Background: an optimization exercise with open tools, aiming at small area, a short achievable clock period and few clock cycles per item. Do not read the settings as production practice.
Function was checked by simulation only, so behaviour that the tests miss may differ from the original.
Power is estimated from default activity; no workload was simulated.

==> flow/design.v (outline; a module is shown in full before it is edited, if it fits) <==
// module ephs_dmac: 780 lines
// module ephs_fa: 10 lines
// module exclusion_process_hop_step_unit: 344 lines
// module ephs_add21: 29 lines
module exclusion_process_hop_step_unit #(
    parameter int SITES     = 64,
    parameter int PARTICLES = 16
) (
    input  wire logic              i_clk,
    input  wire logic              i_rst_n,
    input  wire logic              i_cfg_we,
    input  wire logic              i_cfg_index,
    input  wire logic [RATE_W-1:0] i_cfg_data,
    input  wire logic              i_in_valid,
    output logic                   o_in_stall,
    input  wire logic              i_cmd,
    input  wire logic [PICK_W-1:0] i_pick,
    output logic                   o_out_valid,
    input  wire logic              i_out_stall,
    output logic [MOVER_W-1:0]     o_mover,
    output logic                   o_went_right,
    output logic [LAND_W-1:0]      o_landing_site,
    output logic [SUM_W-1:0]       o_rate_sum,
    output logic                   o_stuck
);
  // ...
==> flow/run.sh <==
#!/bin/bash
# synth_recipe.tcl (not shown) runs the flow's synth.tcl, then flattens the netlist and writes it again
# the make line also repeats each setting of config.mk as NAME=value (left out here)
make -C /OpenROAD-flow-scripts/flow DESIGN_CONFIG=/design/flow/config.mk WORK_HOME=/design/flow/orfs CLKGATE_MAP_FILE= SYNTH_SCRIPT=/design/flow/synth_recipe.tcl finish
==> flow/config.mk <==
export PLATFORM = sky130hd
export DESIGN_NAME = exclusion_process_hop_step_unit
export DESIGN_NICKNAME = exclusion_process_hop_step_unit
export VERILOG_FILES = /design/flow/design.v
export SDC_FILE = /design/flow/constraint.sdc
export NUM_CORES = 4
export LEC_CHECK = 0
export ABC_AREA = 1
export CAP_MARGIN = 20
export CORE_MARGIN = 2
export CORE_UTILIZATION = 50
export CTS_BUF_LIST = sky130_fd_sc_hd__clkbuf_8
export PLACE_DENSITY = 0.7
export SETUP_SLACK_MARGIN = 2.2
export SLEW_MARGIN = 20
export SYNTH_HIERARCHICAL = 1
export SYNTH_MINIMUM_KEEP_SIZE = 0
==> flow/constraint.sdc <==
create_clock -name core_clock -period 8.0 [get_ports {i_clk}]
set_input_delay 1.6000 -clock core_clock [delete_from_list [all_inputs] [get_ports {i_clk}]]
set_output_delay 1.6000 -clock core_clock [all_outputs]
set_load 0.01 [all_outputs]
==> results.py, run 1 <==
metrics = {
    "layout": {
        "top_register": "r_pos",
        "nClkBuffers": 72,
        "final-clk-cell-share_pct": 2.59,
        "most-common-layout-cells": "nand2_1, inv_1, fa_1",
        "nets": 6890,
        "fill_cells": 7786,
        "inverters": 875,
        "fin_util_pct": 58.3,
        "layout.nonclk_buf_share_pct": 5.66,
    },
    "detailed_routing": {
        "routed_wl_mm": 157,
        "met2_length_mm": 73.3,
        "via_per_inst": 5.79,
        "ant_nets": 0,
        "highest_layer": "met5",
        "vias": 41464,
    },
    "cts": {
        "post_cts_resized": 205,
        "cts.path.max_buffers": 3,
    },
    "global_route": {
        "grtUsageMet3_pct": 5.66,
        "gr-max-usage-layer": "met2",
    },
    "critical_path": {
        "start_kind": "flop",
        "path_class": "flop to flop",
        "reg2regPathDepth": 30,
        "r2r-start": "r_n[4]$_SDFFE_PN0P_",
        "slowest_stage": "fa_2",
        "crit_end": "r_in0[4]$_DFFE_PP_",
        "startpoint": "r_n[4]$_SDFFE_PN0P_",
    },
    "run_status": {
        "outcome": "timing/DRC/antenna clean",
    },
    "floorplanning": {
        "core_um2": 82400,
        "fp.dieW_um": 293,
        "n_tap_cell": 1070,
    },
    "min_path": {
        "hp-start": "r_xsr[17]$_SDFFE_PN0P_",
        "hold_end": "r_xsr[17]$_SDFFE_PN0P_",
    },
    "sta": {
        "worst_slack_ns": 2.14,
        "tns_ns": 0,
        "relSlewSlack_pct": 28.9,
    },
    "placed_design": {
        "placed_area_um2": 43700,
        "dp_slack_ns": 0.974,
    },
    "synth": {
        "syn_area_per_cell_um2": 7.08,
        "ys_warn_count": 10,
    },
    "power_and_ir_drop": {
        "clock_power_mw": 1.67,
        "power_frac_seq_pct": 10.4,
    },
}
Testbench counts, summed over its fixed seeds: cycles 17,867, items 8,982.
==> run 2, diff against run 1 <==
--- a/flow/config.mk
+++ b/flow/config.mk
@@ -12,5 +12,5 @@
 export CTS_BUF_LIST = sky130_fd_sc_hd__clkbuf_8
 export PLACE_DENSITY = 0.7
-export SETUP_SLACK_MARGIN = 2.2
+export SETUP_SLACK_MARGIN = 1.7
 export SLEW_MARGIN = 20
 export SYNTH_HIERARCHICAL = 1
==> run 2 against run 1 <==
  * Critical path depth down 12
  * Synthesized cell count unchanged
  * Sequential share of layout area up 0.42 points
  * Global-route usage down 0.56 points
  * Highest routed layer unchanged
  * Non-clock buffer count down 91
  * Clock-buffer cell count up 2
  * Final cell count down 1.3%
  * Wire length down 2.5%
  * Core utilization down 2.7 points
  * Die area unchanged
  * Flip-flop and latch count unchanged
  * Worst setup slack worse by 0.30 ns
==> results.py, run 2 <==
metrics = {
    "power_and_ir_drop": {
        "p_leak_nw": 21.2,
        "p_per_area_nw_per_um2": 416,
        "ir_drop_v": 0.00106,
    },
    "layout": {
        "nets": 6796,
        "syn_to_final_growth_pct": 9.78,
        "top_register": "r_pos",
        "multi_input_area_um2": 32000,
        "final_common_cell": "nand2_1",
        "fill_cells": 7989,
        "seqCellArea_um2": 6220,
        "reg_top3": "r_pos (96), r_tot (21), r_gidx (20)",
        "largest_reg_flops": 96,
        "layout-drive-gt1-share_pct": 8.16,
        "most-common-layout-cells": "nand2_1, inv_1, fa_1",
    },
    "critical_path": {
        "critPathMaxFanout": 29,
        "start_kind": "flop",
        "critical_path.cell_chain": "buf_4, nor2_1, fa_1, fa_1, fa_1, fa_1, fa_1, fa_1, ha_1, a21oi_1, o21ai_0, nand2_1, nand2_1, a21oi_1, nand2_1, nand2_1, nand2_1, xor2_1",
        "crit_arrival_ns": 6.60,
        "critPathTopFamily": "adder cells",
        "cp-end-kind": "flop",
        "path_class": "flop to flop",
        "cpMostUsedCell": "fa_1",
        "worstPathRequired_ns": 8.44,
        "slowest_stage": "fa_1",
        "critPathBufInv": 1,
        "cpPeakStageDelay_ns": 0.64,
    },
    "cts": {
        "cts_buffers": 55,
        "cts_tree": "built",
        "path_clk_slew_ns": 0.06,
        "worstSkewPairLatency_ns": 0.74,
        "htree_levels": 2,
        "cts.path.max_buffers": 3,
        "root_buffer": "clkbuf_8",
        "cts.sinks": 285,
    },
    "sta": {
        "rsz0062_at_grt": "yes",
        "tns_ns": 0,
        "worst_pin_slew_ns": 1.03,
        "hold_viol": 0,
        "fin_crit_sh_pct": 77.0,
        "relSlewSlack_pct": 31.1,
        "clock.fmax_mhz": 162,
        "slew_viol_final": 0,
        "whs_ns": 0.483,
        "finalClockSkew_ns": 0.0609,
        "layout_min_cycle_time_ns": 6.16,
        "setup_viol": 0,
    },
    "placed_design": {
        "dp_hpwl_mm": 120,
        "numPortBuffers": 73,
        "place_congestion": 1.05,
    },
    "run_status": {
        "outcome": "timing/DRC/antenna clean",
    },
    "detailed_routing": {
        "firstDrtPassIters": 7,
        "drc_errors": 0,
        "wl_per_cell_um": 21.7,
        "via_per_inst": 5.78,
        "ant_nets": 0,
        "routed_wl_mm": 154,
        "vias": 40827,
        "drtIter0Drc": 3978,
    },
    "floorplanning": {
        "io_pins": 74,
        "initial_utilization_pct": 50.7,
        "rows": 105,
        "core_um2": 82400,
        "die_y_um": 293,
        "die-area_um2": 85800,
        "fp.dieW_um": 293,
    },
    "flow_run": {
        "maxCapViolCount": 0,
    },
    "global_route": {
        "grt_usage_pct": 35.0,
        "grt_overflow_total": 0,
        "grt_max_degree": 87,
        "antenna_found_initial": 2,
        "grt_pass1_wl_mm": 232,
        "grt_pass1_vias": 39873,
    },
    "synth": {
        "ys_warn_count": 10,
        "syn_area_um2": 41700,
        "netlist_instances": 5898,
        "syn_area_per_cell_um2": 7.08,
    },
    "min_path": {
        "hp-class": "flop to flop",
    },
}
## run 2: area by class of cell
class	instances	share of cell area, %
clock buffers	74	2.22
well taps	1070	2.92
multi-input cells	4543	69.8
inverters	874	7.19
clock inverters	30	0.546
repair buffers	185	3.78
flip-flops and latches	285	13.6
diodes	1	0.00546
## run 2: worst reg2reg max path, delay by kind of cell, from the launching register on
kind | cells | cell delay [ns]
AO/OA/AOI/OAI | 3 | 0.63
XOR/XNOR | 1 | 0.24
adder cells (fa/ha/maj) | 7 | 3.37
buffers and inverters | 1 | 0.41
flip-flops | 1 | 0.59
AND/OR/NAND/NOR | 6 | 0.65
## run 2: final timing paths
path                               start                      to  slack, ns  cells after the start
hold reg to reg   r_xsr[17]$_SDFFE_PN0P_  r_xsr[17]$_SDFFE_PN0P_       0.48                      2
setup / recovery      r_cfg_d$_SDFF_PN0_     r_mag[14]$_DFFE_PP_       1.84                     18
setup reg to reg      r_cfg_d$_SDFF_PN0_     r_mag[14]$_DFFE_PP_       1.84                     18
hold / removal    r_xsr[17]$_SDFFE_PN0P_  r_xsr[17]$_SDFFE_PN0P_       0.48                      2
## run 2: layer usage
| metal | routed length, um | share of wire, % | GRT usage, % | up-vias |
|---|---|---|---|---|
| li1 | - | - | - | 19069 |
| met2 | 71200 | 46 | 58.3 | 1857 |
| met5 | 13 | 0.0085 | 0 | - |
| met1 | 61300 | 40 | 43.9 | 19432 |
| met4 | 8470 | 5.5 | 17.2 | 2 |
| met3 | 12500 | 8.2 | 6.12 | 467 |
## run 2: power by group
part	internal (mW)	switching (mW)
Sequential	1.98	0.351
Clock	0.937	0.776
Combinational	4.62	10.4
Total	7.54	11.5
## run 2: per-stage QoR
stage                     util [%]  worst slack [ns]  area [um2]  std cells  power (mW)
after floorplan                  -              1.85       41700       5899        11.2
after detailed placement      53.0              1.18       43600       6926        16.3
after global placement        53.0              1.17       43600       6926        16.2
after CTS                     54.7              1.63       45000       7032        18.2
after global routing          55.6              1.58       45800       7062        20.2
final                         55.6              1.84       45800       7062        19.1
## run 2: repair_timing
action	CTS	global route
hold buffers	0	0
gates resized for setup	37	135
cloned	0	2
pin swaps	1	18
endpoints found under the setup margin	60	65
endpoints found under the hold margin	0	0
setup buffers	2	26
==> run 3, diff against run 2 <==
--- a/flow/config.mk
+++ b/flow/config.mk
@@ -9,8 +9,8 @@
 export CAP_MARGIN = 20
 export CORE_MARGIN = 2
-export CORE_UTILIZATION = 50
+export CORE_UTILIZATION = 60
 export CTS_BUF_LIST = sky130_fd_sc_hd__clkbuf_8
-export PLACE_DENSITY = 0.7
-export SETUP_SLACK_MARGIN = 1.7
+export PLACE_DENSITY = 0.75
+export SETUP_SLACK_MARGIN = 2.0
 export SLEW_MARGIN = 20
 export SYNTH_HIERARCHICAL = 1
==> run 3 against run 2 <==
  * Flip-flop and latch count unchanged
  * Via count increased by 1.8%
  * Final cell count decreased by 1.3%
  * Wire length decreased by 0.22%
  * Worst setup slack improved by 0.12 ns
  * Critical path depth increased by 14
  * Largest cell class unchanged
  * First-iteration DRC count increased by 14%
  * Final area increased by 2.0%
  * Critical path type unchanged
  * Highest routed layer is now met4
  * Register-to-register slack improved by 0.12 ns
==> results.py, run 3 <==
metrics = {
    "sta": {
        "rsz0062_at_grt": "yes",
        "tns_ns": 0,
        "worst_pin_slew_ns": 1.04,
        "clock.fmax_mhz": 165,
        "slew_viol_final": 0,
        "relSlewSlack_pct": 30.5,
        "hold_viol": 0,
        "finalClockSkew_ns": 0.0535,
        "worst_slack_ns": 1.96,
        "layout_min_cycle_time_ns": 6.04,
        "setup_viol": 0,
        "fin_crit_sh_pct": 75.6,
    },
    "power_and_ir_drop": {
        "p_per_area_nw_per_um2": 449,
        "power_mw": 21.0,
        "p_leak_nw": 21.5,
        "ir_drop_v": 0.00189,
    },
    "global_route": {
        "grt_overflow_total": 0,
        "grt_usage_pct": 41.8,
        "grt_pass1_wl_mm": 228,
        "grt_max_degree": 87,
        "grt_pass1_vias": 39862,
        "antenna_found_initial": 1,
    },
    "floorplanning": {
        "core_um2": 68700,
        "die_y_um": 268,
        "initial_utilization_pct": 60.7,
        "die-area_um2": 71700,
        "io_pins": 74,
        "fp.dieW_um": 268,
        "rows": 96,
    },
    "min_path": {
        "hp-class": "flop to flop",
    },
    "critical_path": {
        "crit_arrival_ns": 6.46,
        "worstPathRequired_ns": 8.42,
        "path_class": "flop to flop",
        "critPathMaxFanout": 6,
        "start_kind": "flop",
        "cp-end-kind": "flop",
        "slowest_stage": "fa_1",
        "cpPeakStageDelay_ns": 0.60,
    },
    "cts": {
        "cts.path.max_buffers": 3,
        "ctsHoldBuffers": 0,
        "htree_levels": 2,
        "worstSkewPairLatency_ns": 0.70,
        "root_buffer": "clkbuf_8",
        "path_clk_slew_ns": 0.06,
        "cts_tree": "built",
        "cts_buffers": 54,
        "cts.sinks": 285,
    },
    "run_status": {
        "outcome": "timing/DRC/antenna clean",
    },
    "layout": {
        "largest_reg_flops": 96,
        "nets": 6845,
        "layout-drive-gt1-share_pct": 10.5,
        "most-common-layout-cells": "nand2_1, inv_1, fa_1",
        "final_common_cell": "nand2_1",
        "reg_top3": "r_pos (96), r_tot (21), r_gidx (20)",
        "top_register": "r_pos",
        "syn_to_final_growth_pct": 12.0,
    },
    "detailed_routing": {
        "firstDrtPassIters": 6,
        "wl_per_cell_um": 22.0,
        "drc_errors": 0,
        "vias": 41580,
        "routed_wl_mm": 153,
        "drtIter0Drc": 4542,
        "via_per_inst": 5.97,
        "ant_nets": 0,
    },
    "placed_design": {
        "dp_slack_ns": 0.925,
        "numPortBuffers": 73,
        "place_congestion": 1.08,
        "dp_hpwl_mm": 117,
    },
    "synth": {
        "netlist_instances": 5898,
        "syn_area_um2": 41700,
        "syn_area_per_cell_um2": 7.08,
        "ys_warn_count": 10,
    },
    "flow_run": {
        "maxCapViolCount": 0,
    },
}
## run 3: layout make-up
type                       instances  area [um2]
clock inverter                    29         283
clock buffer                      70         963
fill                            6044       22000
antenna                            1        2.50
tap                              931        1160
sequential                       285        6250
multi-input combinational       4543       32500
inverter                         874        3310
timing repair buffer             235        2270
## run 3: worst max-delay path: cells and delay by family, from the launching register on
kind                     cells  cell delay, ns
adder cells (fa/ha/maj)      7            2.49
AO/OA/AOI/OAI               11            1.44
AND/OR/NAND/NOR              9            0.93
flip-flops                   1            0.41
buffers and inverters        4            0.31
XOR/XNOR                     1            0.18
## run 3: power by group
group          switching, mW  leakage, nW  internal (mW)
combinational           11.7         18.4           5.35
sequential             0.286         2.40           1.99
clock                  0.740        0.692          0.951
total                   12.7         21.5           8.28
## run 3: what timing repair did
| item | in CTS | in global routing |
|---|---|---|
| gates cloned | 1 | 5 |
| pin swaps | 15 | 69 |
| setup endpoints to repair | 71 | 86 |
| gates resized for setup | 125 | 207 |
| hold endpoints to repair | 0 | 0 |
| setup buffers | 21 | 51 |
## run 3: routing by layer
layer / wire (um) / track usage (%) / share of wire (%) / up-vias
li1: - / - / - / 19171
met1: 57000 / 50.8 / 37 / 19565
met2: 70200 / 68.8 / 46 / 2237
met3: 14600 / 7.96 / 9.5 / 607
met4: 11300 / 25.8 / 7.4 / 0
met5: 0 / 0 / 0 / -
## run 3: per-stage QoR
step	std cells	cell area [um2]	hold slack, ns	util [%]
after global routing	6968	46700	0.490	68.0
after floorplan	5899	41700	0.449	-
final	6968	46700	0.466	68.0
after CTS	6911	45400	0.469	66.1
after detailed placement	6790	43500	0.460	63.3
after global placement	6789	43500	0.457	63.3
## run 3: final timing paths
kind	from	endpoint	slack [ns]	depth (start not counted)
hold reg to reg	r_mover[1]$_SDFFE_PP0P_	r_mover[1]$_SDFFE_PP0P_	0.47	2
setup / recovery	r_n[3]$_SDFFE_PN0P_	r_in0[2]$_DFFE_PP_	1.96	32
hold / removal	r_mover[1]$_SDFFE_PP0P_	r_mover[1]$_SDFFE_PP0P_	0.47	2
setup reg to reg	r_n[3]$_SDFFE_PN0P_	r_in0[2]$_DFFE_PP_	1.96	32

port drivers added, routing unchanged:
How much do the figures lean on ideal ports? The routed layouts below were timed once more, with nothing changed but the port constraints. Step 1 (the two cells are an assumption about what drives the block):
set clk [get_ports {i_clk}]
set_driving_cell -lib_cell sky130_fd_sc_hd__clkbuf_16 $clk
set_driving_cell -lib_cell sky130_fd_sc_hd__buf_2 [delete_from_list [all_inputs] $clk]
Step 2 moves the port delays by t, midway between the first and last clock arrival at a register: inputs arrive t later, outputs are due t later. That takes back most of the time a late clock gives input paths. Slacks: ideal ports / drivers / drivers and shift; pairs: ideal ports / drivers.
run	t, ns	setup slack, ns	latest minus earliest clock arrival (ns)
run 1	0.765	2.140 / 2.140 / 2.122	0.054 / 0.054
run 2	0.772	1.840 / 1.840 / 1.635	0.061 / 0.060
run 3	0.740	1.956 / 1.956 / 1.830	0.054 / 0.053
After both steps setup and hold are still met in every run listed. The setup slack of run 2, which loses most, moves by 0.000 ns with the drivers and by -0.205 ns with both steps.
